Context: an optimization exercise on an open-source flow, tuned for a short achievable clock period and few clock cycles. The choices shown serve that exercise and are no tape-out recipe. The RTL was checked by simulation tests, not by an equivalence proof against the original design. Power and IR drop assume default switching activity.

## design/flow/config.mk

```make
export PLATFORM = sky130hd
export DESIGN_NAME = core_top
export DESIGN_NICKNAME = core_top
export VERILOG_FILES = /design/flow/design.v
export SDC_FILE = /design/flow/constraint.sdc
export NUM_CORES = 4
export LEC_CHECK = 0
export ABC_CLOCK_PERIOD_IN_PS = 2500
export CAP_MARGIN = 20
export CELL_PAD_IN_SITES_DETAIL_PLACEMENT = 1
export CELL_PAD_IN_SITES_GLOBAL_PLACEMENT = 2
export CORE_MARGIN = 2
export CORE_UTILIZATION = 35
export SETUP_SLACK_MARGIN = 5
export SLEW_MARGIN = 20
```

## design/flow/constraint.sdc

```tcl
create_clock -name core_clock -period 10.0 [get_ports {clk_i}]
set_input_delay 2.0000 -clock core_clock [delete_from_list [all_inputs] [get_ports {clk_i}]]
set_output_delay 2.0000 -clock core_clock [all_outputs]
set_load 0.01 [all_outputs]
```

## design/flow/design.v

```verilog
`default_nettype none
package core_pkg;
	localparam int XLEN       = 32;
	localparam int REG_ADDR_W = 5;
	localparam logic [XLEN-1:0] RESET_PC = 32'h0000_0000;
	localparam logic [2:0] F3_ADD_SUB = 3'b000;
	localparam logic [2:0] F3_XOR     = 3'b100;
	localparam logic [2:0] F3_OR      = 3'b110;
	localparam logic [2:0] F3_AND     = 3'b111;
	localparam logic [2:0] F3_WORD    = 3'b010;
	localparam logic [2:0] F3_BEQ     = 3'b000;
	localparam logic [2:0] F3_BNE     = 3'b001;
	localparam logic [6:0] F7_BASE    = 7'b000_0000;
	localparam logic [6:0] F7_SUB     = 7'b010_0000;
	typedef enum logic [6:0] {
		OPC_LUI    = 7'b011_0111,
		OPC_OP_IMM = 7'b001_0011,
		OPC_OP     = 7'b011_0011,
		OPC_LOAD   = 7'b000_0011,
		OPC_STORE  = 7'b010_0011,
		OPC_BRANCH = 7'b110_0011,
		OPC_JAL    = 7'b110_1111
	} opcode_e;
	typedef enum logic [2:0] {
		ALU_ADD,
		ALU_SUB,
		ALU_AND,
		ALU_OR,
		ALU_XOR,
		ALU_PASS_B
	} alu_op_e;
	typedef enum logic [1:0] {
		WAIT_INSTR,
		EXECUTE,
		WAIT_DATA
	} ctrl_state_e;
	typedef struct packed {
		alu_op_e               alu_op;
		logic [REG_ADDR_W-1:0] rs1;
		logic [REG_ADDR_W-1:0] rs2;
		logic [REG_ADDR_W-1:0] rd;
		logic [XLEN-1:0]       imm;
		logic                  reg_write;
		logic                  use_imm;
		logic                  is_load;
		logic                  is_store;
		logic                  is_branch;
		logic                  branch_on_ne;
		logic                  is_jal;
		logic                  illegal;
	} decoded_instr_t;
	typedef struct packed {
		logic            we;
		logic [XLEN-1:0] addr;
		logic [XLEN-1:0] wdata;
	} lsu_req_t;
	typedef struct packed {
		logic            req;
		logic            we;
		logic [XLEN-1:0] addr;
		logic [XLEN-1:0] wdata;
	} data_bus_req_t;
endpackage
`default_nettype wire
`default_nettype none
module add_pp #(
	parameter int W = 32
) (
	input  logic [W-1:0] a_i,
	input  logic [W-1:0] b_i,
	input  logic         cin_i,
	output logic [W-1:0] sum_o,
	output logic         cout_o
);
	localparam int L = (W > 16) ? 5 : (W > 8) ? 4 : (W > 4) ? 3 : (W > 2) ? 2 : 1;
	logic [W-1:0] g [0:L];
	logic [W-1:0] p [0:L];
	logic [W-1:0] hp;
	assign hp = a_i ^ b_i;
	always_comb begin
		g[0] = a_i & b_i;
		p[0] = hp;
		g[0][0] = (a_i[0] & b_i[0]) | (hp[0] & cin_i);
		for (int l = 1; l <= L; l++) begin
			for (int i = 0; i < W; i++) begin
				if (i >= (1 << (l - 1))) begin
					g[l][i] = g[l-1][i] | (p[l-1][i] & g[l-1][i - (1 << (l - 1))]);
					p[l][i] = p[l-1][i] & p[l-1][i - (1 << (l - 1))];
				end else begin
					g[l][i] = g[l-1][i];
					p[l][i] = p[l-1][i];
				end
			end
		end
	end
	assign sum_o  = hp ^ {g[L][W-2:0], cin_i};
	assign cout_o = g[L][W-1];
endmodule
`default_nettype wire
`default_nettype none
module register_file (
	input  logic        clk_i,
	input  logic        rst_n_i,
	input  logic [31:1] sel_a_i,
	input  logic [31:1] sel_b_i,
	output logic [31:0] rdata_a_o,
	output logic [31:0] rdata_b_o,
	input  logic        we_i,
	input  logic [4:0]  waddr_i,
	input  logic [31:0] wdata_i
);
	logic [31:0] regs_q [1:31];
	always_ff @(posedge clk_i or negedge rst_n_i) begin
		if (!rst_n_i) begin
			for (int i = 1; i < 32; i++) begin
				regs_q[i] <= '0;
			end
		end else if (we_i && waddr_i != '0) begin
			regs_q[waddr_i] <= wdata_i;
		end
	end
	always_comb begin
		rdata_a_o = '0;
		rdata_b_o = '0;
		for (int i = 1; i < 32; i++) begin
			rdata_a_o = rdata_a_o | ({32{sel_a_i[i]}} & regs_q[i]);
			rdata_b_o = rdata_b_o | ({32{sel_b_i[i]}} & regs_q[i]);
		end
	end
endmodule
`default_nettype wire
`default_nettype none
module core_top (
	input  logic        clk_i,
	input  logic        rst_n_i,
	input  logic        fetch_enable_i,
	output logic        instr_req_o,
	output logic [31:0] instr_addr_o,
	input  logic        instr_gnt_i,
	input  logic        instr_rvalid_i,
	input  logic [31:0] instr_rdata_i,
	output logic        data_req_o,
	output logic        data_we_o,
	output logic [31:0] data_addr_o,
	output logic [31:0] data_wdata_o,
	input  logic        data_gnt_i,
	input  logic        data_rvalid_i,
	input  logic [31:0] data_rdata_i,
	output logic        core_busy_o
);
	logic        f_req_q;
	logic [31:0] f_pc_q;
	logic        f_out_q;
	logic        f_kill_q;
	logic [31:0] f_out_pc_q;
	logic        f_out_btb_q;    
	logic        f_pend_q;
	logic [31:0] f_pend_pc_q;
	logic        btb_v_q;
	logic        btb_wr_q;       
	logic [31:0] btb_wpc_q;
	logic [31:0] btb_wtgt_q;
	logic [31:0] btb_pc_q;
	logic [31:0] btb_tgt_q;
	logic        e_valid_q;
	logic        e_regwrite_q;
	logic [4:0]  e_rd_q;
	logic        e_load_q;
	logic        e_mem_q;
	logic        e_store_q;
	logic        e_br_q;
	logic        e_bne_q;
	logic        e_jal_q;
	logic        e_pred_q;
	logic        e_done_q;    
	logic [31:0] e_alt_q;
	logic [31:0] e_a_q;
	logic [31:0] e_s_q;
	logic [31:0] e_imm_q;
	logic [2:0]  e_fa_q;    
	logic [3:0]  e_fb_q;    
	logic [2:0]  e_fs_q;
	logic        e_sub_q;
	logic        e_op_add_q;
	logic        e_op_xor_q;
	logic        e_op_or_q;
	logic        e_op_and_q;
	logic        e_op_b_q;
	logic        m_regwrite_q;
	logic [4:0]  m_rd_q;
	logic        m_load_q;
	logic        m_req_q;
	logic        m_we_q;
	logic [31:0] m_result_q;
	logic [31:0] m_addr_q;
	logic [31:0] m_wdata_q;
	logic        w_regwrite_q;
	logic [4:0]  w_rd_q;
	logic        w_load_q;
	logic [31:0] w_result_q;
	logic        dout_q;
	logic        busy_q;
	logic        stall;        
	logic        e_redirect;
	logic [31:0] rf_wdata;
	logic        rf_we;
	assign stall = (w_load_q & ~data_rvalid_i) | (m_req_q & ~data_gnt_i);
	logic [31:0] rdi;
	logic        arr;
	logic        hazard;
	logic        go_n;
	logic        go;
	logic        replay;
	logic        p_jal;
	logic        p_br;
	logic        p_pred;
	logic        i_redir;
	logic        i_back;
	logic [6:0]  opc;
	logic [2:0]  f3;
	logic [6:0]  f7;
	logic [4:0]  rs1;
	logic [4:0]  rs2;
	logic [4:0]  rd;
	logic        alu_f3;
	logic        is_lui;
	logic        is_opimm;
	logic        is_op;
	logic        is_load;
	logic        is_store;
	logic        writes;
	logic        regwrite;
	logic        use1;
	logic        use2;
	assign rdi = instr_rdata_i;
	assign opc = rdi[6:0];
	assign f3  = rdi[14:12];
	assign f7  = rdi[31:25];
	assign rs1 = rdi[19:15];
	assign rs2 = rdi[24:20];
	assign rd  = rdi[11:7];
	assign alu_f3   = (f3 == 3'b000) | (f3 == 3'b100) | (f3 == 3'b110) | (f3 == 3'b111);
	assign is_lui   = (opc == 7'b0110111);
	assign is_opimm = (opc == 7'b0010011) & alu_f3;
	assign is_op    = (opc == 7'b0110011) & alu_f3 &
		((f7 == 7'b0000000) | ((f7 == 7'b0100000) & (f3 == 3'b000)));
	assign is_load  = (opc == 7'b0000011) & (f3 == 3'b010);
	assign is_store = (opc == 7'b0100011) & (f3 == 3'b010);
	assign p_br     = (opc == 7'b1100011) & (f3[2:1] == 2'b00);
	assign p_jal    = (opc == 7'b1101111);
	assign writes   = is_lui | is_opimm | is_op | is_load | p_jal;
	assign regwrite = writes & (rd != 5'd0);
	assign use1     = is_opimm | is_op | is_load | is_store | p_br;
	assign use2     = is_op | is_store | p_br;
	assign p_pred = p_jal | (p_br & (rdi[31] | (~f3[0] & (rs1 == rs2))));
	logic rd1;
	logic rd2;
	assign rd1 = ~opc[2];
	assign rd2 = opc[5] & ~opc[2];
	assign hazard =
		(e_regwrite_q & e_load_q & ((rd1 & (e_rd_q == rs1)) | (rd2 & (e_rd_q == rs2)))) |
		(m_regwrite_q & m_load_q & ((rd1 & (m_rd_q == rs1)) | (rd2 & (m_rd_q == rs2))));
	assign arr    = f_out_q & instr_rvalid_i & ~f_kill_q;
	assign go_n   = arr & ~stall & ~hazard;
	assign go     = go_n & ~e_redirect;
	assign replay = arr & (stall | hazard);
	assign i_redir = go_n & p_pred & ~f_out_btb_q;
	assign i_back  = go_n & ~p_pred & f_out_btb_q;
	logic [21:0] j_lo;
	logic [13:0] b_lo;
	logic [10:0] j_hi;
	logic [18:0] b_hi;
	logic [10:0] j_hi_p1;
	logic [10:0] j_hi_m1;
	logic [18:0] b_hi_p1;
	logic [18:0] b_hi_m1;
	logic [31:0] j_tgt;
	logic [31:0] b_tgt;
	logic [31:0] i_tgt;
	logic [31:0] pc4;
	add_pp #(.W(21)) u_add_j (
		.a_i    (f_out_pc_q[20:0]),
		.b_i    ({rdi[31], rdi[19:12], rdi[20], rdi[30:21], 1'b0}),
		.cin_i  (1'b0),
		.sum_o  (j_lo[20:0]),
		.cout_o (j_lo[21])
	);
	add_pp #(.W(13)) u_add_b (
		.a_i    (f_out_pc_q[12:0]),
		.b_i    ({rdi[31], rdi[7], rdi[30:25], rdi[11:8], 1'b0}),
		.cin_i  (1'b0),
		.sum_o  (b_lo[12:0]),
		.cout_o (b_lo[13])
	);
	assign j_hi_p1 = f_out_pc_q[31:21] + 11'd1;
	assign j_hi_m1 = f_out_pc_q[31:21] - 11'd1;
	assign b_hi_p1 = f_out_pc_q[31:13] + 19'd1;
	assign b_hi_m1 = f_out_pc_q[31:13] - 19'd1;
	assign j_hi = (rdi[31] == j_lo[21]) ? f_out_pc_q[31:21] :
		(j_lo[21] ? j_hi_p1 : j_hi_m1);
	assign b_hi = (rdi[31] == b_lo[13]) ? f_out_pc_q[31:13] :
		(b_lo[13] ? b_hi_p1 : b_hi_m1);
	assign j_tgt = {j_hi, j_lo[20:0]};
	assign b_tgt = {b_hi, b_lo[12:0]};
	assign i_tgt = rdi[3] ? j_tgt : b_tgt;
	assign pc4   = f_out_pc_q + 32'd4;
	logic        f_gnt;
	logic        f_wait;
	logic        btb_hit;
	logic        redirect_any;
	logic [31:0] early_tgt;
	logic [31:0] seq_pc;
	logic [31:0] redir_pc;
	logic [31:0] other_pc;
	assign f_gnt        = f_req_q & instr_gnt_i;
	assign f_wait       = f_req_q & ~instr_gnt_i;
	assign btb_hit      = btb_v_q & (btb_pc_q == f_pc_q);
	assign redirect_any = e_redirect | i_redir | replay | i_back;
	assign early_tgt    = i_back ? pc4 : f_out_pc_q;
	assign seq_pc       = f_pend_q ? f_pend_pc_q :
		(f_gnt ? (btb_hit ? btb_tgt_q : f_pc_q + 32'd4) : f_pc_q);
	assign redir_pc     = e_redirect ? e_alt_q : (i_redir ? i_tgt : early_tgt);
	assign other_pc     = i_redir ? i_tgt : ((replay | i_back) ? early_tgt : seq_pc);
	always_ff @(posedge clk_i or negedge rst_n_i) begin
		if (!rst_n_i) begin
			f_req_q     <= 1'b0;
			f_pc_q      <= 32'd0;
			f_out_q     <= 1'b0;
			f_kill_q    <= 1'b0;
			f_out_pc_q  <= 32'd0;
			f_out_btb_q <= 1'b0;
			f_pend_q    <= 1'b0;
			f_pend_pc_q <= 32'd0;
			btb_v_q     <= 1'b0;
			btb_wr_q    <= 1'b0;
			btb_pc_q    <= 32'd0;
			btb_tgt_q   <= 32'd0;
		end else begin
			btb_wr_q <= i_redir & ~e_redirect;
			if (btb_wr_q) begin
				btb_v_q   <= 1'b1;
				btb_pc_q  <= btb_wpc_q;
				btb_tgt_q <= btb_wtgt_q;
			end
			if (f_wait) begin
				if (redirect_any) begin
					f_pend_q    <= 1'b1;
					f_pend_pc_q <= redir_pc;
				end
			end else begin
				f_req_q  <= fetch_enable_i;
				f_pc_q   <= e_redirect ? e_alt_q : other_pc;
				f_pend_q <= 1'b0;
			end
			if (f_gnt) begin
				f_out_q     <= 1'b1;
				f_out_pc_q  <= f_pc_q;
				f_out_btb_q <= btb_hit & ~f_pend_q;
				f_kill_q    <= redirect_any | f_pend_q;
			end else begin
				if (instr_rvalid_i) begin
					f_out_q <= 1'b0;
				end
				if (redirect_any) begin
					f_kill_q <= 1'b1;
				end
			end
		end
	end
	always_ff @(posedge clk_i) begin
		btb_wpc_q  <= f_out_pc_q;
		btb_wtgt_q <= i_tgt;
	end
	assign instr_req_o  = f_req_q;
	assign instr_addr_o = f_pc_q;
	logic [31:1] s1_dec;
	logic [31:1] s2_dec;
	logic [31:0] rf_a;
	logic [31:0] rf_b;
	logic [31:0] va;
	logic [31:0] vb;
	logic        a_m;
	logic        a_w;
	logic        b_m;
	logic        b_w;
	logic [31:0] imm;
	always_comb begin
		for (int i = 1; i < 32; i++) begin
			s1_dec[i] = (rs1 == 5'(i));
			s2_dec[i] = (rs2 == 5'(i));
		end
	end
	register_file u_register_file (
		.clk_i     (clk_i),
		.rst_n_i   (rst_n_i),
		.sel_a_i   (s1_dec),
		.sel_b_i   (s2_dec),
		.rdata_a_o (rf_a),
		.rdata_b_o (rf_b),
		.we_i      (rf_we),
		.waddr_i   (w_rd_q),
		.wdata_i   (rf_wdata)
	);
	assign va = (rf_we & (w_rd_q == rs1) & (rs1 != 5'd0)) ? rf_wdata : rf_a;
	assign vb = (rf_we & (w_rd_q == rs2) & (rs2 != 5'd0)) ? rf_wdata : rf_b;
	assign a_m = e_regwrite_q & (e_rd_q == rs1);
	assign a_w = m_regwrite_q & (m_rd_q == rs1) & ~a_m;
	assign b_m = e_regwrite_q & (e_rd_q == rs2);
	assign b_w = m_regwrite_q & (m_rd_q == rs2) & ~b_m;
	always_comb begin
		if (is_lui) begin
			imm = {rdi[31:12], 12'd0};
		end else if (p_jal) begin
			imm = pc4;
		end else if (opc[5] & ~opc[4]) begin
			imm = {{20{rdi[31]}}, rdi[31:25], rdi[11:7]};
		end else begin
			imm = {{20{rdi[31]}}, rdi[31:20]};
		end
	end
	always_ff @(posedge clk_i or negedge rst_n_i) begin
		if (!rst_n_i) begin
			e_valid_q    <= 1'b0;
			e_regwrite_q <= 1'b0;
			e_load_q     <= 1'b0;
			e_mem_q      <= 1'b0;
			e_br_q       <= 1'b0;
			e_jal_q      <= 1'b0;
			e_pred_q     <= 1'b0;
		end else if (!stall) begin
			e_valid_q    <= go;
			e_regwrite_q <= go & regwrite;
			e_load_q     <= go & is_load;
			e_mem_q      <= go & (is_load | is_store);
			e_br_q       <= go & p_br;
			e_jal_q      <= go & p_jal;
			e_pred_q     <= go & p_pred;
		end
	end
	always_ff @(posedge clk_i) begin
		if (!stall) begin
			e_rd_q     <= rd;
			e_store_q  <= is_store;
			e_bne_q    <= f3[0];
			e_alt_q    <= p_pred ? pc4 : b_tgt;
			e_a_q      <= va;
			e_s_q      <= vb;
			e_imm_q    <= imm;
			e_fa_q     <= {a_m & use1, a_w & use1, ~((a_m | a_w) & use1)};
			e_fb_q     <= {b_m & is_op, b_w & is_op, ~(b_m | b_w) & is_op, ~is_op};
			e_fs_q     <= {b_m & use2, b_w & use2, ~((b_m | b_w) & use2)};
			e_sub_q    <= is_op & f7[5];
			e_op_add_q <= is_load | is_store | ((is_opimm | is_op) & (f3 == 3'b000));
			e_op_xor_q <= (is_opimm | is_op) & (f3 == 3'b100);
			e_op_or_q  <= (is_opimm | is_op) & (f3 == 3'b110);
			e_op_and_q <= (is_opimm | is_op) & (f3 == 3'b111);
			e_op_b_q   <= is_lui | p_jal;
		end
	end
	logic [31:0] ea;
	logic [31:0] eb;
	logic [31:0] es;
	logic [31:0] sum;
	logic [31:0] res;
	logic        taken;
	assign ea = ({32{e_fa_q[2]}} & m_result_q) | ({32{e_fa_q[1]}} & w_result_q) |
		({32{e_fa_q[0]}} & e_a_q);
	assign eb = ({32{e_fb_q[3]}} & m_result_q) | ({32{e_fb_q[2]}} & w_result_q) |
		({32{e_fb_q[1]}} & e_s_q) | ({32{e_fb_q[0]}} & e_imm_q);
	assign es = ({32{e_fs_q[2]}} & m_result_q) | ({32{e_fs_q[1]}} & w_result_q) |
		({32{e_fs_q[0]}} & e_s_q);
	add_pp #(.W(32)) u_add_e (
		.a_i    (ea),
		.b_i    (eb ^ {32{e_sub_q}}),
		.cin_i  (e_sub_q),
		.sum_o  (sum),
		.cout_o ()
	);
	assign res = ({32{e_op_add_q}} & sum) | ({32{e_op_xor_q}} & (ea ^ eb)) |
		({32{e_op_or_q}} & (ea | eb)) | ({32{e_op_and_q}} & (ea & eb)) |
		({32{e_op_b_q}} & eb);
	assign taken      = e_jal_q | (e_br_q & ((ea == es) ^ e_bne_q));
	assign e_redirect = e_valid_q & (taken ^ e_pred_q) & ~e_done_q;
	always_ff @(posedge clk_i or negedge rst_n_i) begin
		if (!rst_n_i) begin
			e_done_q <= 1'b0;
		end else begin
			e_done_q <= stall & (e_done_q | e_redirect);
		end
	end
	always_ff @(posedge clk_i or negedge rst_n_i) begin
		if (!rst_n_i) begin
			m_regwrite_q <= 1'b0;
			m_load_q     <= 1'b0;
			m_req_q      <= 1'b0;
		end else if (!stall) begin
			m_regwrite_q <= e_regwrite_q;
			m_load_q     <= e_load_q;
			m_req_q      <= e_mem_q;
		end
	end
	always_ff @(posedge clk_i) begin
		if (!stall) begin
			m_rd_q     <= e_rd_q;
			m_we_q     <= e_store_q;
			m_result_q <= res;
			m_wdata_q  <= es;
		end
	end
	always_ff @(posedge clk_i) begin
		if (!stall && e_mem_q) begin
			m_addr_q <= sum;
		end
	end
	assign data_req_o   = m_req_q;
	assign data_we_o    = m_we_q;
	assign data_addr_o  = m_addr_q;
	assign data_wdata_o = m_wdata_q;
	always_ff @(posedge clk_i or negedge rst_n_i) begin
		if (!rst_n_i) begin
			w_regwrite_q <= 1'b0;
			w_load_q     <= 1'b0;
		end else if (!stall) begin
			w_regwrite_q <= m_regwrite_q;
			w_load_q     <= m_load_q;
		end else if (data_rvalid_i) begin
			w_load_q     <= 1'b0;
		end
	end
	always_ff @(posedge clk_i) begin
		if (!stall) begin
			w_rd_q     <= m_rd_q;
			w_result_q <= m_result_q;
		end else if (w_load_q) begin
			w_result_q <= data_rdata_i;
		end
	end
	assign rf_we    = w_regwrite_q & (~w_load_q | data_rvalid_i);
	assign rf_wdata = w_load_q ? data_rdata_i : w_result_q;
	always_ff @(posedge clk_i or negedge rst_n_i) begin
		if (!rst_n_i) begin
			dout_q <= 1'b0;
			busy_q <= 1'b0;
		end else begin
			if (m_req_q & data_gnt_i) begin
				dout_q <= 1'b1;
			end else if (data_rvalid_i) begin
				dout_q <= 1'b0;
			end
			busy_q <= fetch_enable_i | f_req_q | f_out_q | e_valid_q |
				m_req_q | w_load_q | dout_q;
		end
	end
	assign core_busy_o = busy_q;
endmodule
`default_nettype wire
```

## design/flow/flow/run.sh

```bash
#!/bin/bash
# Standard layout with two changes: adders are left to ABC as plain logic
# (no full/half-adder cells), and timing repair aims well below the period.
set -euo pipefail
bash standard.sh finish ADDER_MAP_FILE= SETUP_SLACK_MARGIN=6.5 > flow_make.log 2>&1
```

## design/flow/standard.sh

```bash
#!/bin/bash
# synth_recipe.tcl (not shown) runs the flow's synth.tcl, then flattens the netlist and writes it again
# the make line also repeats each setting of config.mk as NAME=value (left out here)
make -C /OpenROAD-flow-scripts/flow DESIGN_CONFIG=/design/flow/config.mk WORK_HOME=/design/flow/orfs CLKGATE_MAP_FILE= SYNTH_SCRIPT=/design/flow/synth_recipe.tcl "${@:-finish}"
```

==> flow_metrics.tcl, run 1 <==
set metrics [dict create \
    slew_viol_final 0 \
    total_power_mw 17.2 \
    seq_area_frac_synth_pct 50.0 \
    cap_violations 0 \
    ios 171 \
    top_register "u_register_file.regs_q" \
    synthCells 8317 \
    crit_path_max_incr_delay_ps 1030 \
    hpwl_mm 278 \
    syn_area_mm2 0.0780 \
    drive_gt1_share_pct 31.1 \
    largest_reg_flops 992 \
    rsz0062_at_grt "true" \
    post-place-ws_ps 2900 \
    skew_ps 41.0 \
    grt_pass1_wl_mm 699 \
    die_h_um 476 \
    power_density_mw_per_mm2 155 \
    start_util_pct 35.2 \
    peakVddDrop_mv 0.155 \
    finalSetupViolCount 0 \
    crit_path_start_kind "input pin" \
    cp-end-kind "flip-flop" \
    cts_hold_buffers 0 \
    htree_levels 4 \
    utilization_pct 50.0 \
    min_path_type "reg -> reg" \
    rows 173 \
    yosys_register_bits 1526 \
    drt_iter0_drc 12952 \
    place.gp.congestion 0.888 \
    tns_ps 0 \
    worst_pin_slew_ps 1180 \
    wl_per_cell_um 42.5 \
    cts_tree "yes" \
    period_needed_ps 4360 \
    syn_nets 8388 \
    netSwitchingFraction_pct 30.5 \
    area_growth_pct 42.2 \
    cts_root_buffer "clkbuf_16" \
    cp_cell_sequence "buf_6, buf_12, buf_12, buf_6, or3_4, nor2_1, nor3_1, a21oi_2, nor3_4, buf_4, buf_16, nor4_4, a21oi_2" \
    die_w_um 476 \
    num-fill-cells 23459 \
    synth-main-ff-cell "dfrtp_1" \
    fmax_mhz 230 \
    slew_headroom_pct 20.9 \
    core_region_area_mm2 0.222 \
    synth_top_area_share_pct 37.6 \
    p_int_mw 11.9 \
    required_ps 10560 \
    first_global_vias 81248 \
    crit_path_max_fanout 6 \
    synth_async_sr_flop_share_pct 76.9 \
    p_sw_mw 5.24 \
    yosysWarnings 12 \
    dieArea_mm2 0.227 \
    via_per_inst 6.81 \
    synth_area_per_cell_um2 9.38 \
    timing.final.crit_share_pct 43.6 \
    firstDrtPassIters 11 \
    worstSkewPairLatency_ps 880 \
    synth.distinct_cells 90 \
    status "no timing/DRC/antenna violations" \
    track_usage_pct 44.7 \
    vias 84418 \
    power_frac_clock_pct 41.3 \
    cellLeakagePower_nw 46.2 \
    globalRouteOverflowTotal 0 \
    antenna_found_initial 42 \
    synth_area_leader_cell "dfrtp_1" \
    drt_wl_total_mm 527 \
    nets 9316 \
    mostFrequentLayoutCells "1,134 x dfrtp_1, 806 x nand2_1, 714 x nor2_1" \
    clk_pin_slew_ps 60 \
    cts_sinks 1526 \
    cts_buffers 179 \
    seqPwrFrac_pct 40.4 \
    ant_nets 0 \
    hold_viol 0 \
    port_buffers 170 \
    synth_edf_count 258 \
    fin_ws_ps 5640 \
    p_comb_share_pct 18.3 \
    final_common_cell "dfrtp_1" \
    cts_max_path_buffers 3 \
    cp.arrival_ps 4920 \
    grt_max_degree 142 \
    synthTopCellsByArea "dfrtp_1 38%, edfxtp_1 9.9%, a21oi_1 5.0%" \
    drc 0 \
    crit_type "in -> reg" \
    cpMaxStageDelayCell "nor4_4" \
]
==> power groups by stage <==
stage               clock [mW]  combinational, mW  sequential [mW]
detailed placement           0               2.07             7.08
global placement             0               2.06             7.08
floorplan                    0               1.21             6.88
global route              7.34               3.23             6.95
finish                    7.09               3.14             6.94
CTS                       7.11               2.76             6.93
==> cell usage after synthesis (26+ instances only) <==
master    count
nor3_1       78
maj3_1       36
a211oi_1     48
nand3_1     127
mux2_2      101
nand2_1     858
o211ai_1     28
and3_1       26
a22oi_1     458
nor4_1       91
a221oi_1    267
o21ai_0     708
a31oi_1      38
xnor2_1     267
and2_1       32
buf_1        63
dfrtp_1    1173
inv_1        75
xor2_1       98
o31ai_1      28
dfxtp_1      95
nand4_1     187
o22ai_1      29
clkbuf_1    684
nor2_1      843
mux2i_1      65
a22o_1      292
edfxtp_1    258
a21oi_1     777
or3_1        42
a222oi_1    130
==> worst max-delay path: cells and delay by family <==
family	cells	cell delay [ps]
AO/OA/AOI/OAI	2	310
buffers and inverters	6	820
AND/OR/NAND/NOR	5	1780
==> cell families after synthesis <==
family	after synthesis	share of synthesized area (%)
AND/OR/NAND/NOR	2398	13.6
XOR/XNOR	365	4.10
buffers and inverters	852	4.16
flip-flops	1526	50.0
multiplexers	167	2.32
AO/OA/AOI/OAI	2973	25.4
adder cells (fa/ha/maj)	36	0.462
==> path summary, 6_finish.rpt <==
path                                   start                              to  slack (ps)  cells after the start
max reg2reg                         e_a_q[8]                  m_result_q[30]        5790                     14
min                            f_out_pc_q[1]                    btb_wpc_q[1]         400                      0
max in group asynchronous            rst_n_i                       f_pc_q[5]        6660                      3
max                        instr_rdata_i[21]                       e_s_q[16]        5640                     13
min in group asynchronous            rst_n_i  u_register_file.regs_q[29][21]        1090                      1
min reg2reg                    f_out_pc_q[1]                    btb_wpc_q[1]         400                      0
==> what timing repair did <==
action,4_1_cts,5_1_grt
pin swaps,501,340
endpoints found under the setup margin,1545,943
gates cloned,93,10
resized for setup,2000,509
endpoints found under the hold margin,0,0
setup buffers,703,228
==> routing by layer <==
| layer | GRT usage, % | vias up | routed length, µm |
|---|---|---|---|
| met1 | 57.5 | 43093 | 203000 |
| met3 | 16.1 | 1996 | 65400 |
| li1 | - | 32933 | - |
| met4 | 27.4 | 36 | 41400 |
| met2 | 63.7 | 6360 | 217000 |
| met5 | 0.789 | - | 743 |
==> layout make-up <==
type	count	area (µm²)	area share (%)
multi-input combinational	5954	43600	39.3
antenna	32	80.1	0.0722
clock buffer	256	5160	4.66
inverter	79	317	0.286
sequential	1526	39100	35.2
tap	2975	3720	3.36
clock inverter	77	972	0.877
timing repair inverter	1	8.76	0.00790
timing repair buffer	1504	18000	16.2
==> through the flow <==
step                hold WS (ps)  cell area (µm²)  std cells
floorplan                    345            79500       8317
global placement             378            84800      10997
detailed placement           385            84900      10999
CTS                          398           107000      12128
global route                 424           111000      12379
finish                       397           111000      12404
Testbench counts, summed over its fixed seeds: cycles 11,470.
==> run 2, diff against run 1 <==
--- a/design/flow/design.v
+++ b/design/flow/design.v
@@ -481,3 +481,21 @@
 		({32{e_op_b_q}} & eb);
-	assign taken      = e_jal_q | (e_br_q & ((ea == es) ^ e_bne_q));
+	logic eq;
+	logic eq_mw;
+	logic eq_ms;
+	logic eq_ws;
+	logic eq_am;
+	logic eq_aw;
+	logic eq_as;
+	assign eq_mw = (m_result_q == w_result_q);
+	assign eq_ms = (m_result_q == e_s_q);
+	assign eq_ws = (w_result_q == e_s_q);
+	assign eq_am = (e_a_q == m_result_q);
+	assign eq_aw = (e_a_q == w_result_q);
+	assign eq_as = (e_a_q == e_s_q);
+	assign eq = (e_fa_q[2] & e_fs_q[2]) | (e_fa_q[1] & e_fs_q[1]) |
+		(e_fa_q[2] & e_fs_q[1] & eq_mw) | (e_fa_q[1] & e_fs_q[2] & eq_mw) |
+		(e_fa_q[2] & e_fs_q[0] & eq_ms) | (e_fa_q[1] & e_fs_q[0] & eq_ws) |
+		(e_fa_q[0] & e_fs_q[2] & eq_am) | (e_fa_q[0] & e_fs_q[1] & eq_aw) |
+		(e_fa_q[0] & e_fs_q[0] & eq_as);
+	assign taken      = e_jal_q | (e_br_q & (eq ^ e_bne_q));
 	assign e_redirect = e_valid_q & (taken ^ e_pred_q) & ~e_done_q;
==> run 2 against run 1 <==
Compared with the run above:
- critical path depth increased by 3
- via count increased by 0.79%
- sequential power decreased by 2%
- sequential share of layout area decreased by 0.74 points
- first-iteration DRC count decreased by 4.3%
- core utilization decreased by 0.088 points
- routed wire length increased by 1.1%
- largest power group unchanged
- highest routed layer unchanged
==> flow_metrics.tcl, run 2 <==
set metrics [dict create \
    largest_reg_flops 992 \
    globalRouteOverflowTotal 0 \
    vias 85089 \
    timing.final.crit_share_pct 43.5 \
    area_growth_pct 42.0 \
    syn_nets 8636 \
    ys_top_cells_by_count "1,173 x dfrtp_1, 880 x nand2_1, 862 x nor2_1" \
    synth_xor_area_share_pct 5.69 \
    crit_type "in -> reg" \
    synth.distinct_cells 106 \
    worst_pin_slew_ps 1130 \
    period_needed_ps 4350 \
    timing.rr.start "e_fb_q[1]" \
    yosys.area_share.simple_pct 13.7 \
    hold_path_end "m_we_q" \
    num-fill-cells 24073 \
    synth-main-ff-cell "dfrtp_1" \
    p_comb_share_pct 17.1 \
    drive_gt1_share_pct 30.3 \
    cts_sinks 1526 \
    dieArea_mm2 0.232 \
    yosys_register_bits 1526 \
    peakVddDrop_mv 0.167 \
    cp.arrival_ps 5100 \
    wl_per_cell_um 42.0 \
    skew_ps 78.7 \
    slew_headroom_pct 24.6 \
    cts_hold_buffers 0 \
    slew_viol_final 0 \
    status "no timing/DRC/antenna violations" \
    synth_top_area_share_pct 36.8 \
    mostFrequentLayoutCells "1,136 x dfrtp_1, 817 x nand2_1, 742 x nor2_1" \
    cellLeakagePower_nw 48.5 \
    cp-end-kind "flip-flop" \
    seq_area_frac_synth_pct 48.9 \
    multi_input_area_mm2 0.0446 \
    ios 171 \
    min_path_type "reg -> reg" \
    p_int_mw 11.8 \
    first_global_vias 81962 \
    worstSkewPairLatency_ps 900 \
    seqPwrFrac_pct 40.3 \
    required_ps 10740 \
    port_buffers 170 \
    htree_levels 4 \
    crit_path_start_kind "input pin" \
    drt_wl_total_mm 532 \
    reg2regPathDepth 13 \
    synth_top_family_by_area "compound AO/OA/AOI/OAI gates" \
    syn_area_mm2 0.0798 \
    nets 9563 \
    rr_endpoint "m_result_q[28]" \
    rsz0062_at_grt "true" \
    synthAdderAreaFrac_pct 0.516 \
    ant_nets 0 \
    drc 0 \
    top_register "u_register_file.regs_q" \
    power_density_mw_per_mm2 149 \
    die_h_um 481 \
    hold_start "e_store_q" \
    p_sw_mw 5.06 \
    core_region_area_mm2 0.227 \
    cap_violations 0 \
    yosysWarnings 12 \
    synthCells 8565 \
    via_per_inst 6.71 \
    synthMuxAreaShare_pct 2.43 \
    drt_iter0_drc 12393 \
    synth_area_leader_cell "dfrtp_1" \
    rows 175 \
    power_frac_clock_pct 42.6 \
    tns_ps 0 \
    final_common_cell "dfrtp_1" \
    synth_async_sr_flop_share_pct 76.9 \
    cts_root_buffer "clkbuf_16" \
    yosysMostFrequentCell "dfrtp_1" \
    total_power_mw 16.9 \
    seq_area_mm2 0.0391 \
    grt_max_degree 141 \
    antenna_found_initial 38 \
    die_w_um 481 \
    cts_max_path_buffers 3 \
    clk_pin_slew_ps 60 \
    hold_depth 0 \
    netSwitchingFraction_pct 30.0 \
    crit_path_max_fanout 5 \
    finalSetupViolCount 0 \
    fmax_mhz 230 \
    hpwl_mm 284 \
    cts_tree "yes" \
    synth_edf_count 258 \
    firstDrtPassIters 10 \
    synth_compound_gate_area_share_pct 24.3 \
    grt_pass1_wl_mm 706 \
    track_usage_pct 43.9 \
    synthTopCellsByArea "dfrtp_1 37%, edfxtp_1 9.7%, a21oi_1 5.0%" \
    place.gp.congestion 0.911 \
    ff2ff_setup_slack_ps 5680 \
    start_util_pct 35.1 \
    synth_area_per_cell_um2 9.32 \
    cts_buffers 181 \
    hold_viol 0 \
]
==> run 2: worst max-delay path by stage <==
stage | start | to | slack (ps) | cells after the start
final | instr_rdata_i[20] | f_pend_pc_q[23] | 5650 | 16
after global routing | instr_rdata_i[20] | f_pc_q[19] | 5570 | 16
after CTS | instr_rdata_i[3] | f_pc_q[1] | 5700 | 13
after detailed placement | instr_rdata_i[5] | f_pend_pc_q[27] | 2780 | 14
after global placement | instr_rdata_i[5] | f_pend_pc_q[27] | 2850 | 14
after floorplan | instr_rdata_i[3] | f_pc_q[0] | 5180 | 11
==> run 2: logic make-up after synthesis <==
group / after synthesis
xor gates and xnor gates: 515
AOI/OAI and AO/OA: 2919
and+or+nand+nor: 2473
buffers and inverters: 910
DFF: 1526
muxes: 181
adders and majority gates: 41
==> run 2: cell type report <==
class                      count  share of cell area (%)
clock inverter                75                   0.917
multi-input combinational   6139                    39.3
inverter                      75                   0.277
timing repair buffer        1569                    16.9
antenna                       18                  0.0398
tap                         3009                    3.32
clock buffer                 263                    4.68
sequential                  1526                    34.5
==> run 2: through the flow <==
step	instances	util, %	area (µm²)	setup slack, ps	hold slack, ps
3_5_place_dp	11212	37.9	86100	2780	428
5_1_grt	12659	49.9	113000	5570	458
3_3_place_gp	11207	37.9	86000	2850	407
2_1_floorplan	8565	-	81000	5180	345
4_1_cts	12389	47.6	108000	5700	442
6_report	12674	49.9	113000	5650	435
==> run 2: timing repair <==
item                                     CTS  global route
resized for setup                       1948           610
gates cloned                              81            14
endpoints found under the setup margin  1529           569
setup buffers                            758           250
pin swaps                                410           357
==> run 2: worst max-delay path, cell delays in order <==
cell       delay (ps)
buf_12            130
buf_12            150
a21oi_4            40
o221ai_2          180
o211ai_1          160
a2111o_1          490
nor2_4            170
a2111oi_4          50
buf_4             190
buf_6             120
or4_1             500
o311a_1           170
a21o_1            240
o21ai_2           160
mux2i_1           250
nand2_1            90
==> run 2: power groups by stage <==
stage | Combinational (mW) | Sequential (mW) | Clock [mW]
finish | 2.89 | 6.81 | 7.19
global route | 2.99 | 6.82 | 7.47
CTS | 2.57 | 6.79 | 7.23
detailed placement | 1.87 | 6.96 | 0
global placement | 1.87 | 6.96 | 0
floorplan | 1.08 | 6.81 | 0
==> run 2: per-layer routing <==
metal	share of wire [%]	wire, µm	GRT usage [%]	vias to the layer above
met5	0.042	222	0	-
met3	12	65000	13.8	1961
li1	-	-	-	33531
met1	39	207000	57.4	43478
met4	8.0	42600	27.9	34
met2	41	218000	62.6	6085
Testbench counts of run 2, summed over its fixed seeds: cycles 11,470.
==> run 3, diff against run 2 <==
--- a/design/flow/design.v
+++ b/design/flow/design.v
@@ -188,2 +188,8 @@
 	logic        e_op_b_q;
+	logic        e_addi_q;    
+	logic [31:0] e_nimm_q;    
+	logic        m_addi_q;    
+	logic        m_zero_q;
+	logic        w_addi_q;
+	logic        w_zero_q;
 	logic        m_regwrite_q;
@@ -254,3 +260,17 @@
 	assign use2     = is_op | is_store | p_br;
-	assign p_pred = p_jal | (p_br & (rdi[31] | (~f3[0] & (rs1 == rs2))));
+	logic e_match;
+	logic m_match;
+	logic w_match;
+	logic early;
+	logic zero_val;
+	logic e_zero;
+	assign e_match = e_regwrite_q & (e_rd_q == rs1);
+	assign m_match = m_regwrite_q & (m_rd_q == rs1);
+	assign w_match = w_regwrite_q & (w_rd_q == rs1);
+	assign early = (rs2 == 5'd0) & ((rs1 == 5'd0) | (e_match & e_addi_q) |
+		(~e_match & m_match & m_addi_q) | (~e_match & ~m_match & w_match & w_addi_q));
+	assign zero_val = (rs1 == 5'd0) | (e_match ? e_zero :
+		(m_match ? m_zero_q : w_zero_q));
+	assign p_pred = p_jal | (p_br & (early ? (zero_val ^ f3[0]) :
+		(rdi[31] | (~f3[0] & (rs1 == rs2)))));
 	logic rd1;
@@ -457,2 +477,4 @@
 			e_op_b_q   <= is_lui | p_jal;
+			e_addi_q   <= is_opimm & (f3 == 3'b000);
+			e_nimm_q   <= 32'd0 - {{20{rdi[31]}}, rdi[31:20]};
 		end
@@ -478,2 +500,4 @@
 	);
+	assign e_zero = (e_fa_q[2] & (m_result_q == e_nimm_q)) |
+		(e_fa_q[1] & (w_result_q == e_nimm_q)) | (e_fa_q[0] & (e_a_q == e_nimm_q));
 	assign res = ({32{e_op_add_q}} & sum) | ({32{e_op_xor_q}} & (ea ^ eb)) |
@@ -481,21 +505,3 @@
 		({32{e_op_b_q}} & eb);
-	logic eq;
-	logic eq_mw;
-	logic eq_ms;
-	logic eq_ws;
-	logic eq_am;
-	logic eq_aw;
-	logic eq_as;
-	assign eq_mw = (m_result_q == w_result_q);
-	assign eq_ms = (m_result_q == e_s_q);
-	assign eq_ws = (w_result_q == e_s_q);
-	assign eq_am = (e_a_q == m_result_q);
-	assign eq_aw = (e_a_q == w_result_q);
-	assign eq_as = (e_a_q == e_s_q);
-	assign eq = (e_fa_q[2] & e_fs_q[2]) | (e_fa_q[1] & e_fs_q[1]) |
-		(e_fa_q[2] & e_fs_q[1] & eq_mw) | (e_fa_q[1] & e_fs_q[2] & eq_mw) |
-		(e_fa_q[2] & e_fs_q[0] & eq_ms) | (e_fa_q[1] & e_fs_q[0] & eq_ws) |
-		(e_fa_q[0] & e_fs_q[2] & eq_am) | (e_fa_q[0] & e_fs_q[1] & eq_aw) |
-		(e_fa_q[0] & e_fs_q[0] & eq_as);
-	assign taken      = e_jal_q | (e_br_q & (eq ^ e_bne_q));
+	assign taken      = e_jal_q | (e_br_q & ((ea == es) ^ e_bne_q));
 	assign e_redirect = e_valid_q & (taken ^ e_pred_q) & ~e_done_q;
@@ -526,2 +532,17 @@
 		end
+	end
+	always_ff @(posedge clk_i or negedge rst_n_i) begin
+		if (!rst_n_i) begin
+			m_addi_q <= 1'b0;
+			w_addi_q <= 1'b0;
+		end else if (!stall) begin
+			m_addi_q <= e_valid_q & e_addi_q;
+			w_addi_q <= m_addi_q;
+		end
+	end
+	always_ff @(posedge clk_i) begin
+		if (!stall) begin
+			m_zero_q <= e_zero;
+			w_zero_q <= m_zero_q;
+		end
 	end
==> run 3 against run 2 <==
Compared with the run above:
- clock power fell by 2%
- worst setup slack worse by 120 ps
- still clean on timing, DRC and antenna
- register-to-register slack improved by 30 ps
- fmax is 2.7% lower
- global-route usage down 0.10 points
- clock skew shrank 26 ps
- critical endpoint is now f_pc_q[0]
- core utilization down 0.63 points
- synthesized cell count shrank 0.32%
==> flow_metrics.tcl, run 3 <==
set metrics [dict create \
    clk_pin_slew_ps 60 \
    wl_met1_mm 216 \
    required_ps 10750 \
    drt_iter0_drc 14366 \
    cts_root_buffer "clkbuf_16" \
    crit_path_max_incr_delay_ps 420 \
    antenna_found_initial 65 \
    ys_top_cells_by_count "1,175 x dfrtp_1, 858 x nor2_1, 857 x nand2_1" \
    crit_type "in -> reg" \
    utilization_pct 49.3 \
    drt_wl_total_mm 552 \
    fin_ws_ps 5530 \
    cellLeakagePower_nw 47.4 \
    yosysWarnings 12 \
    synthTopCellsByArea "dfrtp_1 37%, edfxtp_1 10%, a21oi_1 4.5%" \
    power_density_mw_per_mm2 155 \
    timing.final.crit_share_pct 44.7 \
    ant_nets 0 \
    drc 0 \
    wl_met3_mm 71.8 \
    htree_levels 4 \
    cts_sinks 1544 \
    mostFrequentLayoutCells "1,134 x dfrtp_1, 794 x nand2_1, 736 x nor2_1" \
    die_h_um 483 \
    die_w_um 483 \
    nets 9497 \
    vias 87202 \
    cap_violations 0 \
    synth_async_sr_flop_share_pct 76.1 \
    place_area_mm2 0.0869 \
    crit_path_max_fanout 24 \
    hold_viol 0 \
    cpMaxStageDelayCell "a2111oi_4" \
    first_global_vias 81867 \
    slew_headroom_pct 18.1 \
    grt_pass1_wl_mm 714 \
    cp_cell_sequence "buf_8, xor2_2, nor4_4, buf_4, a2111oi_4, a2111oi_4, buf_4, or2_4, a31o_4, a211oi_4, buf_12, a21oi_4, buf_12, a21o_4, a31oi_4, mux2_4" \
    crit_path_start_kind "input pin" \
    finalSetupViolCount 0 \
    skew_ps 52.7 \
    synth_area_leader_cell "dfrtp_1" \
    firstDrtPassIters 10 \
    cts_max_path_buffers 3 \
    globalRouteOverflowTotal 0 \
    rsz0062_at_grt "true" \
    cts_buffers 184 \
    fmax_mhz 224 \
    design_area_mm2 0.112 \
    peakVddDrop_mv 0.205 \
    dieArea_mm2 0.233 \
    slew_viol_final 0 \
    area_growth_pct 39.7 \
    port_buffers 170 \
    synth_top_area_share_pct 36.6 \
    grt_max_degree 171 \
    min_path_type "reg -> reg" \
    wl_met2_mm 223 \
    synth-main-ff-cell "dfrtp_1" \
    via_per_inst 6.91 \
    fin_cells 12617 \
    cp-end-kind "flip-flop" \
    yosys_register_bits 1544 \
    syn_nets 8609 \
    drive_gt1_share_pct 29.4 \
    holdWs_ps 421 \
    ios 171 \
    synth.distinct_cells 99 \
    top_register "u_register_file.regs_q" \
    synth_area_per_cell_um2 9.41 \
    seq_area_frac_synth_pct 49.2 \
    cp.arrival_ps 5220 \
    ff2ff_setup_slack_ps 5710 \
    syn_area_mm2 0.0803 \
    place.gp.congestion 0.901 \
    synthCells 8538 \
    post-place-ws_ps 2310 \
    status "no timing/DRC/antenna violations" \
    synth_edf_count 274 \
    final_common_cell "dfrtp_1" \
    cts_hold_buffers 0 \
    hpwl_mm 292 \
    largest_reg_flops 992 \
    core_region_area_mm2 0.228 \
    track_usage_pct 43.8 \
    period_needed_ps 4470 \
    worst_pin_slew_ps 1200 \
    cts_tree "yes" \
    placed_cells 11239 \
    tns_ps 0 \
    worstSkewPairLatency_ps 890 \
    rows 175 \
    num-fill-cells 24241 \
    wl_per_cell_um 43.7 \
    total_power_mw 17.3 \
    yosysMostFrequentCell "dfrtp_1" \
    top_layer "met5" \
    start_util_pct 35.3 \
]
==> run 3: cell types whose count changed after synthesis, sizes merged, moves of 14 or more <==
cell	before	now
nand4	173	194
edfxtp	258	274
and3	21	48
nor4	132	46
a222oi	110	130
mux2i	79	145
a22o	269	297
xor2	319	135
nand2	881	857
a21oi	795	717
xnor2	195	248
clkbuf	746	680
inv	72	86
nor3	93	146
==> run 3: final timing paths <==
path / from / end / cells after the start
max in group asynchronous: rst_n_i / u_register_file.regs_q[8][21] / 3
worst max register to register: e_fa_q[2] / f_pc_q[0] / 17
worst min register to register: f_out_pc_q[1] / btb_wpc_q[1] / 0
min in group asynchronous: rst_n_i / u_register_file.regs_q[26][14] / 1
worst max-delay path: instr_rdata_i[16] / f_pc_q[0] / 16
worst min-delay path: f_out_pc_q[1] / btb_wpc_q[1] / 0
==> run 3: kinds of logic (layout without fill, tap and decap cells) <==
family | after synthesis | count (layout) | synth area share (%)
other cells | 0 | 27 | 0
buf+inv | 871 | 1898 | 4.20
xor+xnor | 383 | 383 | 4.18
flops | 1544 | 1544 | 49.2
fa+ha+maj | 39 | 39 | 0.486
simple gates | 2502 | 2512 | 13.9
compound gates | 2947 | 2953 | 24.7
mux | 252 | 252 | 3.31
==> run 3: area by class of cell <==
| class | count | area [µm²] | area share [%] |
|---|---|---|---|
| flip-flops and latches | 1544 | 39600 | 35.3 |
| multi-input cells | 6139 | 44700 | 39.8 |
| repair inverters | 3 | 48.8 | 0.0435 |
| clock buffers | 276 | 5460 | 4.87 |
| repair buffers | 1465 | 17500 | 15.6 |
| clock inverters | 65 | 688 | 0.614 |
| inverters | 89 | 370 | 0.330 |
| diodes | 27 | 67.6 | 0.0602 |
| well taps | 3009 | 3760 | 3.36 |
==> run 3: worst max-delay path, delay by kind of cell <==
family | cells | cell delay, ps
muxes | 1 | 320
AOI/OAI and AO/OA | 7 | 1470
and+or+nand+nor | 2 | 330
xor gates and xnor gates | 1 | 200
buffers and inverters | 5 | 840
==> run 3: what timing repair did <==
| action | CTS | global route |
|---|---|---|
| gates cloned | 86 | 32 |
| resized for setup | 1806 | 551 |
| pin swaps | 435 | 339 |
| buffers inserted | 653 | 234 |
| hold endpoints to repair | 0 | 0 |
| endpoints found under the setup margin | 1484 | 876 |
==> run 3: routing by layer <==
layer / global-route usage [%] / up-vias
li1: - / 33666
met1: 58.8 / 44689
met2: 62.3 / 6831
met3: 13.8 / 1958
met4: 24.5 / 58
met5: 0.245 / -
==> run 3: report_power, final <==
part           internal (mW)  switching, mW
combinational           1.26           1.98
clock                   3.99           3.08
sequential              6.71          0.315
Testbench counts of run 3, summed over its fixed seeds: cycles 11,108.
==> run 4, diff against run 3 <==
--- a/design/flow/design.v
+++ b/design/flow/design.v
@@ -188,8 +188,15 @@
 	logic        e_op_b_q;
-	logic        e_addi_q;    
-	logic [31:0] e_nimm_q;    
-	logic        m_addi_q;    
-	logic        m_zero_q;
-	logic        w_addi_q;
-	logic        w_zero_q;
+	logic [31:0] e_a_h;
+	logic [31:0] e_s_h;
+	logic [31:0] e_imm_h;
+	logic [2:0] e_fa_h;
+	logic [3:0] e_fb_h;
+	logic [2:0] e_fs_h;
+	logic        e_sub_h;
+	logic        e_op_add_h;
+	logic        e_op_xor_h;
+	logic        e_op_or_h;
+	logic        e_op_and_h;
+	logic        e_op_b_h;
+	logic [31:0] m_result_h;
 	logic        m_regwrite_q;
@@ -260,17 +267,3 @@
 	assign use2     = is_op | is_store | p_br;
-	logic e_match;
-	logic m_match;
-	logic w_match;
-	logic early;
-	logic zero_val;
-	logic e_zero;
-	assign e_match = e_regwrite_q & (e_rd_q == rs1);
-	assign m_match = m_regwrite_q & (m_rd_q == rs1);
-	assign w_match = w_regwrite_q & (w_rd_q == rs1);
-	assign early = (rs2 == 5'd0) & ((rs1 == 5'd0) | (e_match & e_addi_q) |
-		(~e_match & m_match & m_addi_q) | (~e_match & ~m_match & w_match & w_addi_q));
-	assign zero_val = (rs1 == 5'd0) | (e_match ? e_zero :
-		(m_match ? m_zero_q : w_zero_q));
-	assign p_pred = p_jal | (p_br & (early ? (zero_val ^ f3[0]) :
-		(rdi[31] | (~f3[0] & (rs1 == rs2)))));
+	assign p_pred = p_jal | (p_br & (rdi[31] | (~f3[0] & (rs1 == rs2))));
 	logic rd1;
@@ -465,18 +458,30 @@
 			e_alt_q    <= p_pred ? pc4 : b_tgt;
-			e_a_q      <= va;
-			e_s_q      <= vb;
-			e_imm_q    <= imm;
-			e_fa_q     <= {a_m & use1, a_w & use1, ~((a_m | a_w) & use1)};
-			e_fb_q     <= {b_m & is_op, b_w & is_op, ~(b_m | b_w) & is_op, ~is_op};
-			e_fs_q     <= {b_m & use2, b_w & use2, ~((b_m | b_w) & use2)};
-			e_sub_q    <= is_op & f7[5];
-			e_op_add_q <= is_load | is_store | ((is_opimm | is_op) & (f3 == 3'b000));
-			e_op_xor_q <= (is_opimm | is_op) & (f3 == 3'b100);
-			e_op_or_q  <= (is_opimm | is_op) & (f3 == 3'b110);
-			e_op_and_q <= (is_opimm | is_op) & (f3 == 3'b111);
-			e_op_b_q   <= is_lui | p_jal;
-			e_addi_q   <= is_opimm & (f3 == 3'b000);
-			e_nimm_q   <= 32'd0 - {{20{rdi[31]}}, rdi[31:20]};
+			e_a_h      <= va;
+			e_s_h      <= vb;
+			e_imm_h    <= imm;
+			e_fa_h     <= {a_m & use1, a_w & use1, ~((a_m | a_w) & use1)};
+			e_fb_h     <= {b_m & is_op, b_w & is_op, ~(b_m | b_w) & is_op, ~is_op};
+			e_fs_h     <= {b_m & use2, b_w & use2, ~((b_m | b_w) & use2)};
+			e_sub_h    <= is_op & f7[5];
+			e_op_add_h <= is_load | is_store | ((is_opimm | is_op) & (f3 == 3'b000));
+			e_op_xor_h <= (is_opimm | is_op) & (f3 == 3'b100);
+			e_op_or_h  <= (is_opimm | is_op) & (f3 == 3'b110);
+			e_op_and_h <= (is_opimm | is_op) & (f3 == 3'b111);
+			e_op_b_h   <= is_lui | p_jal;
 		end
 	end
+	always_ff @(posedge clk_i) begin
+		e_a_q <= stall ? e_a_h : (va);
+		e_s_q <= stall ? e_s_h : (vb);
+		e_imm_q <= stall ? e_imm_h : (imm);
+		e_fa_q <= stall ? e_fa_h : ({a_m & use1, a_w & use1, ~((a_m | a_w) & use1)});
+		e_fb_q <= stall ? e_fb_h : ({b_m & is_op, b_w & is_op, ~(b_m | b_w) & is_op, ~is_op});
+		e_fs_q <= stall ? e_fs_h : ({b_m & use2, b_w & use2, ~((b_m | b_w) & use2)});
+		e_sub_q <= stall ? e_sub_h : (is_op & f7[5]);
+		e_op_add_q <= stall ? e_op_add_h : (is_load | is_store | ((is_opimm | is_op) & (f3 == 3'b000)));
+		e_op_xor_q <= stall ? e_op_xor_h : ((is_opimm | is_op) & (f3 == 3'b100));
+		e_op_or_q <= stall ? e_op_or_h : ((is_opimm | is_op) & (f3 == 3'b110));
+		e_op_and_q <= stall ? e_op_and_h : ((is_opimm | is_op) & (f3 == 3'b111));
+		e_op_b_q <= stall ? e_op_b_h : (is_lui | p_jal);
+	end
 	logic [31:0] ea;
@@ -500,4 +505,2 @@
 	);
-	assign e_zero = (e_fa_q[2] & (m_result_q == e_nimm_q)) |
-		(e_fa_q[1] & (w_result_q == e_nimm_q)) | (e_fa_q[0] & (e_a_q == e_nimm_q));
 	assign res = ({32{e_op_add_q}} & sum) | ({32{e_op_xor_q}} & (ea ^ eb)) |
@@ -529,3 +532,3 @@
 			m_we_q     <= e_store_q;
-			m_result_q <= res;
+			m_result_h <= res;
 			m_wdata_q  <= es;
@@ -533,16 +536,4 @@
 	end
-	always_ff @(posedge clk_i or negedge rst_n_i) begin
-		if (!rst_n_i) begin
-			m_addi_q <= 1'b0;
-			w_addi_q <= 1'b0;
-		end else if (!stall) begin
-			m_addi_q <= e_valid_q & e_addi_q;
-			w_addi_q <= m_addi_q;
-		end
-	end
 	always_ff @(posedge clk_i) begin
-		if (!stall) begin
-			m_zero_q <= e_zero;
-			w_zero_q <= m_zero_q;
-		end
+		m_result_q <= stall ? m_result_h : res;
 	end
==> run 4 against run 3 <==
Compared with the run above:
- clock power about the same
- sequential share of layout area up 0.53 points
- fmax is 2.5% higher
- via count decreased by 3.9%
- routed wire length fell by 4.1%
- count of clock-buffer cells in the layout down 18
- clock skew increased by 16 ps
- first-iteration DRC count is 9.3% lower
- sequential power about the same
- largest power group unchanged
- highest routed layer unchanged
==> flow_metrics.tcl, run 4 <==
set metrics [dict create \
    crit_type "in -> reg" \
    drt_iter0_drc 13028 \
    die_h_um 477 \
    status "no timing/DRC/antenna violations" \
    synthTopCellsByArea "dfrtp_1 38%, edfxtp_1 9.9%, a21oi_1 4.9%" \
    critPathLaunch "instr_rdata_i[20]" \
    cpMaxStageDelayCell "or4_4" \
    cts_tree "yes" \
    start_util_pct 35.2 \
    firstDrtPassIters 10 \
    slew_headroom_pct 23.1 \
    grt_pass1_wl_mm 688 \
    hold_start "e_store_q" \
    netSwitchingFraction_pct 31.0 \
    utilization_pct 49.0 \
    p_int_mw 11.8 \
    clk_pin_slew_ps 60 \
    top_register "u_register_file.regs_q" \
    first_global_vias 79543 \
    synthCells 8339 \
    cts_root_buffer "clkbuf_16" \
    cts_max_path_buffers 3 \
    crit_buf_inv 2 \
    via_per_inst 6.86 \
    port_buffers 170 \
    area_growth_pct 39.3 \
    cp_top_family "compound AO/OA/AOI/OAI gates" \
    ys_top_cells_by_count "1,173 x dfrtp_1, 860 x nand2_1, 830 x nor2_1" \
    drt_wl_total_mm 529 \
    synth.distinct_cells 96 \
    track_usage_pct 43.4 \
    yosysMostFrequentCell "dfrtp_1" \
    cp.arrival_ps 5120 \
    place.gp.congestion 0.913 \
    p_comb_share_pct 18.2 \
    worst_pin_slew_ps 1130 \
    synth_async_sr_flop_share_pct 76.9 \
    power_frac_clock_pct 41.1 \
    seqPwrFrac_pct 40.7 \
    hpwl_mm 279 \
    worstSkewPairLatency_ps 890 \
    period_needed_ps 4360 \
    die_w_um 477 \
    yosys_register_bits 1526 \
    dieArea_mm2 0.227 \
    timing.final.crit_share_pct 43.6 \
    syn_nets 8410 \
    cp-end-kind "flip-flop" \
    antenna_found_initial 40 \
    core_region_area_mm2 0.222 \
    synth-main-ff-cell "dfrtp_1" \
    final_common_cell "dfrtp_1" \
    grt_max_degree 158 \
    rsz0062_at_grt "true" \
    critPathMostFrequentCell "buf_12" \
    ios 171 \
    critical_path_depth 13 \
    mostFrequentLayoutCells "1,132 x dfrtp_1, 793 x nand2_1, 721 x nor2_1" \
    seq_area_frac_synth_pct 49.9 \
    yosysWarnings 12 \
    finalSetupViolCount 0 \
    cts_sinks 1526 \
    reg2regPathDepth 17 \
    min_path_type "reg -> reg" \
    timing.rr.start "e_fa_h[2]" \
    hold_viol 0 \
    fmax_mhz 229 \
    p_sw_mw 5.32 \
    drive_gt1_share_pct 28.2 \
    nets 9138 \
    skew_ps 68.9 \
    largest_reg_flops 992 \
    cts_hold_buffers 0 \
    slew_viol_final 0 \
    cellLeakagePower_nw 45.4 \
    cap_violations 0 \
    crit_path_max_incr_delay_ps 580 \
    synth_area_leader_cell "dfrtp_1" \
    cp_cell_sequence "buf_12, buf_12, xnor2_2, or4_4, nor4b_4, a211o_1, a21oi_2, a221o_1, a31oi_4, xor2_2, mux2i_4, nor2_1, o31ai_2" \
    drc 0 \
    cts_buffers 181 \
    tns_ps 0 \
    synth_area_per_cell_um2 9.38 \
    crit_path_start_kind "input pin" \
    hold_depth 0 \
    htree_levels 4 \
    rows 173 \
    vias 83758 \
    synth_edf_count 258 \
    ant_nets 0 \
    globalRouteOverflowTotal 0 \
    required_ps 10760 \
    power_density_mw_per_mm2 157 \
    wl_per_cell_um 43.3 \
    syn_area_mm2 0.0782 \
    crit_path_max_fanout 3 \
    peakVddDrop_mv 0.195 \
    synth_top_area_share_pct 37.5 \
]
-- run 4: changes by cell type after synthesis, sizes merged, moves of 16 or more --
cell,previous run,this run
a21oi,717,769
a22o,297,271
edfxtp,274,258
mux2i,145,77
clkbuf,680,659
and2,42,26
nor2,858,830
buf,102,122
and3,48,28
nor3,146,71
nor4,46,99
-- run 4: per-stage QoR --
step | total power, mW | instance area (µm²) | hold WS (ps) | worst slack (ps) | cells
floorplan | 8.21 | 80800 | 345 | 5260 | 8339
global placement | 9.28 | 85300 | 408 | 2780 | 10992
detailed placement | 9.28 | 85400 | 417 | 2800 | 10997
CTS | 16.8 | 104000 | 430 | 5760 | 11944
global route | 17.5 | 109000 | 450 | 5590 | 12197
finish | 17.2 | 109000 | 424 | 5640 | 12218
-- run 4: layer usage --
layer | vias up | global-route usage (%) | wire length (µm)
met1 | 42879 | 56.6 | 205000
met3 | 1920 | 12.8 | 64800
met4 | 24 | 26.9 | 42100
li1 | 32591 | - | -
met2 | 6344 | 63.1 | 218000
met5 | - | 0.0840 | 218
-- run 4: what timing repair did --
action | CTS | global route
pin swaps | 374 | 333
buffers inserted | 531 | 205
hold endpoints to repair | 0 | 0
gates cloned | 83 | 37
setup endpoints to repair | 1495 | 641
resized for setup | 1601 | 489
-- run 4: worst reg2reg max path: cells and delay by family, from the launching register on --
family | cells | cell delay, ps
xor+xnor | 1 | 140
flops | 1 | 430
buf+inv | 6 | 1100
simple gates | 4 | 1080
compound gates | 6 | 1400
-- run 4: layout make-up --
type | count | area, µm²
sequential | 1526 | 39100
clock buffer | 258 | 5120
fill | 23813 | 113000
timing repair buffer | 1303 | 16200
timing repair inverter | 2 | 32.5
tap | 2975 | 3720
clock inverter | 75 | 1020
antenna | 26 | 65.1
inverter | 96 | 403
multi-input combinational | 5957 | 43400
-- run 4: path summary, 6_finish.rpt --
check,slack [ps],endpoint
setup / recovery,5640,f_pend_pc_q[20]
hold / removal,420,m_we_q
setup reg to reg,5760,f_pc_q[31]
hold reg to reg,420,m_we_q
max in group asynchronous,6710,f_out_pc_q[14]
min in group asynchronous,1180,u_register_file.regs_q[31][26]
-- run 4: cell families (layout without fill, tap and decap cells) --
kind of cell,count (synthesis),count (layout),share of synthesized area [%]
buffers and inverters,877,1734,4.35
other,0,26,0
AOI/OAI and AO/OA,2970,2978,25.3
adders and majority gates,32,32,0.409
and+or+nand+nor,2390,2403,13.5
muxes,179,179,2.47
xor gates and xnor gates,365,365,4.09
DFF,1526,1526,49.9
-- run 4: power by group through the flow --
stage / clock network, mW / registers (mW) / logic (mW)
2_1_floorplan: 0 / 6.90 / 1.31
3_3_place_gp: 0 / 7.11 / 2.17
3_5_place_dp: 0 / 7.11 / 2.17
4_1_cts: 7.08 / 6.95 / 2.82
5_1_grt: 7.30 / 7.00 / 3.23
6_report: 7.05 / 6.99 / 3.13
Testbench counts of run 4, summed over its fixed seeds: cycles 11,470.

==> port drivers added, routing unchanged <==
No port has a modelled driver above. Below, the same layouts with a new extraction and two added sets of constraints.
Step 1, drivers: a clkbuf_16 drives clk_i and a buf_2 each remaining input, both assumed.
Step 2 adds t to the input delays and takes it off the output delays; t is the mean of the earliest and latest rising clock arrival at the registers after step 1. Input paths then give back, and output paths get back, about the clock's delay inside the block.
Slacks: ideal ports / drivers / drivers and shift; pairs: ideal ports / drivers.
run | t, ns | setup slack, ns | hold WS [ns] | clock arrival spread, ns
run 1 | 0.962 | 5.644 / 5.702 / 4.740 | 0.397 / 0.397 / 0.397 | 0.046 / 0.046
run 2 | 0.946 | 5.650 / 5.666 / 4.721 | 0.435 / 0.435 / 0.435 | 0.079 / 0.079
run 3 | 0.965 | 5.530 / 5.500 / 4.535 | 0.421 / 0.421 / 0.421 | 0.054 / 0.054
run 4 | 0.965 | 5.640 / 5.698 / 4.733 | 0.424 / 0.424 / 0.424 | 0.069 / 0.069
After both steps every run listed still meets setup and hold. The setup slack of run 3, which loses most, moves by -0.030 ns with the drivers and by -0.995 ns with both steps.
